From an optimization exercise on the open Yosys and OpenROAD flow, aimed at small area, a short achievable clock period and few clock cycles; shortcuts taken in it are not production practice.
Only simulation tests tie the RTL to the original design; equivalence was not proved.

## rev 12
Design viterbi_four_state_tagger_top, start of the top module:
module viterbi_four_state_tagger_top #(
	parameter int MAX_LEN     = vft_pkg::MAX_LEN_DEF,
	parameter int SCORE_WIDTH = vft_pkg::SCORE_WIDTH_DEF
) (
	input  logic        clk,
	input  logic        arst_n,
	input  logic        s_tvalid,
	output logic        s_tready,
	input  logic [63:0] s_tdata,    
	input  logic        s_tuser,    
	input  logic        s_tlast,    
	output logic        m_tvalid,
	input  logic        m_tready,
	output logic [39:0] m_tdata,    
	output logic        m_tuser,    
	output logic        m_tlast,    
	input  logic        psel,
	input  logic        penable,
	input  logic        pwrite,
	input  logic [5:0]  paddr,
	input  logic [63:0] pwdata,
	output logic [63:0] prdata,
	output logic        pready
);
==> flow/config.mk <==
export PLATFORM = sky130hd
export DESIGN_NAME = viterbi_four_state_tagger_top
export DESIGN_NICKNAME = viterbi_four_state_tagger_top
export VERILOG_FILES = /design/flow/design.v
export SDC_FILE = /design/flow/constraint.sdc
export NUM_CORES = 4
export LEC_CHECK = 0
export ABC_AREA = 1
export CAP_MARGIN = 20
export CORE_MARGIN = 2
export CORE_UTILIZATION = 65
export CTS_BUF_LIST = sky130_fd_sc_hd__clkbuf_8
export PLACE_DENSITY = 0.75
export SLEW_MARGIN = 20
export TNS_END_PERCENT = 20
==> flow/constraint.sdc <==
create_clock -name core_clock -period 15.0 [get_ports {clk}]
set_input_delay 3.0000 -clock core_clock [delete_from_list [all_inputs] [get_ports {clk}]]
set_output_delay 3.0000 -clock core_clock [all_outputs]
set_load 0.01 [all_outputs]
standard.sh (not shown) runs the stock make flow with config.mk's settings and CLKGATE_MAP_FILE= SYNTH_SCRIPT=/design/flow/synth_recipe.tcl, a recipe that flattens the netlist after the stock synthesis.
==> flow/flow/run.sh <==
#!/bin/bash
# Layout: the standard flow (standard synthesis, floorplan, placement, CTS, routing,
# finish), with the timing repair aimed at a setup slack of 8 ns instead of 0, so that the
# worst paths get repaired well below the clock period. The clock period and constraints are
# the design's. make's full output goes to flow_make.log here; ORFS writes each step's log
# under orfs/logs/.
set -euo pipefail
bash standard.sh SETUP_SLACK_MARGIN=8 finish > flow_make.log 2>&1
Testbench counts of rev 12, summed over its fixed seeds: cycles 13,608.
The inputs of rev 13 differ from those of rev 12 as listed below.
Settings: clearing CTS_BUF_LIST, which used to be sky130_fd_sc_hd__clkbuf_8; swapping 65 for 55 in CORE_UTILIZATION; swapping 0.75 for 0.7 in PLACE_DENSITY.
--- a/flow/flow/run.sh
+++ b/flow/flow/run.sh
@@ -3 +3 @@
-# finish), with the timing repair aimed at a setup slack of 8 ns instead of 0, so that the
+# finish), with the timing repair aimed at a setup slack of 9 ns instead of 0, so that the
@@ -8 +8 @@
-bash standard.sh SETUP_SLACK_MARGIN=8 finish > flow_make.log 2>&1
+bash standard.sh SETUP_SLACK_MARGIN=9 finish > flow_make.log 2>&1
### Flow results
Changes observed in rev 13 relative to rev 12: met3 global-route usage went down 2.6 points; post-layout instance area went up about 2.5%.
The flop-to-flop setup slack in rev 13 sits 0.31 ns above the value recorded for rev 12.
Routed wire length on rev 13 is behind rev 12.

========
garnet:
viterbi_four_state_tagger_top again, from the RTL that the note above started with.
export LEC_CHECK = 0
export ABC_AREA = 1
export CAP_MARGIN = 20
export CORE_MARGIN = 2
export CORE_UTILIZATION = 65
export CTS_BUF_LIST = sky130_fd_sc_hd__clkbuf_8
export PLACE_DENSITY = 0.75
export SLEW_MARGIN = 20
export TNS_END_PERCENT = 20
create_clock -name core_clock -period 15.0 [get_ports {clk}]
==> flow/flow/run.sh <==
#!/bin/bash
# Layout: the standard flow (standard synthesis, floorplan, placement, CTS, routing,
# finish), with the timing repair aimed at a setup slack of 9 ns instead of 0, so that the
# worst paths get repaired well below the clock period. The clock period and constraints are
# the design's. make's full output goes to flow_make.log here; ORFS writes each step's log
# under orfs/logs/.
set -euo pipefail
bash standard.sh SETUP_SLACK_MARGIN=9 finish > flow_make.log 2>&1
Testbench counts of garnet, summed over its fixed seeds: cycles 13,608.
The inputs of quartz differ from those of garnet as listed below.
==> flow/flow/run.sh <==
#!/bin/bash
# Layout: the standard flow (standard synthesis, floorplan, placement, CTS, routing,
# finish) with two changes to how the layout is made:
#  - every input and output port still gets its own buffer, but a plain buf_4 instead of the
#    default delay-cell buffer;
#  - the timing repair aims at a setup slack of 9 ns instead of 0, so that the worst paths get
#    repaired well below the clock period.
# The clock period and constraints are the design's. make's full output goes to
# flow_make.log here; ORFS writes each step's log under orfs/logs/.
set -euo pipefail
bash standard.sh SETUP_SLACK_MARGIN=9 "BUFFER_PORTS_ARGS=-buffer_cell sky130_fd_sc_hd__buf_4" finish > flow_make.log 2>&1
[summary]
- quartz vs. garnet: largest net degree at the start of global routing went down by 63.
- Looking only at worst slack at placement, and setting everything else aside, the higher value of quartz and garnet goes to quartz.
- Comparing garnet against quartz, there is no change at all in number of distinct library cells after synthesis.
- Summary of quartz over garnet: via count rose by 284, wire length now sits higher, total track usage held, routing usage on met1 has decreased.

what the ideal ports hide:
In the flow no input, the clock included, has a driving cell. The finished layouts below were timed again as built, in two steps.
Step 1 (the two cells are an assumption about what drives the block):
set clk [get_ports {clk}]
set_driving_cell -lib_cell sky130_fd_sc_hd__clkbuf_16 $clk
set_driving_cell -lib_cell sky130_fd_sc_hd__buf_2 [delete_from_list [all_inputs] $clk]
Step 2 times the ports against the registers' clock, not the clock port: input delays grow and output delays shrink by t, the midpoint of the rising clock arrivals with the driver on.
a / b / c = ideal / step 1 / step 2; a / b = the first two.
run | t, ns | setup slack, ns | worst data-port slew with drivers (ns)
rev 12 | 1.016 | 7.173 / 7.173 / 7.173 | 0.11
rev 13 | 0.908 | 7.485 / 7.465 / 7.465 | 0.07
garnet | 1.083 | 7.350 / 7.350 / 7.350 | 0.13
quartz | 1.016 | 7.345 / 7.345 / 7.345 | 0.07
After both steps every run listed still meets setup and hold. For rev 13, which loses most, drivers alone change the setup slack by -0.020 ns; drivers and shift together by -0.020 ns.
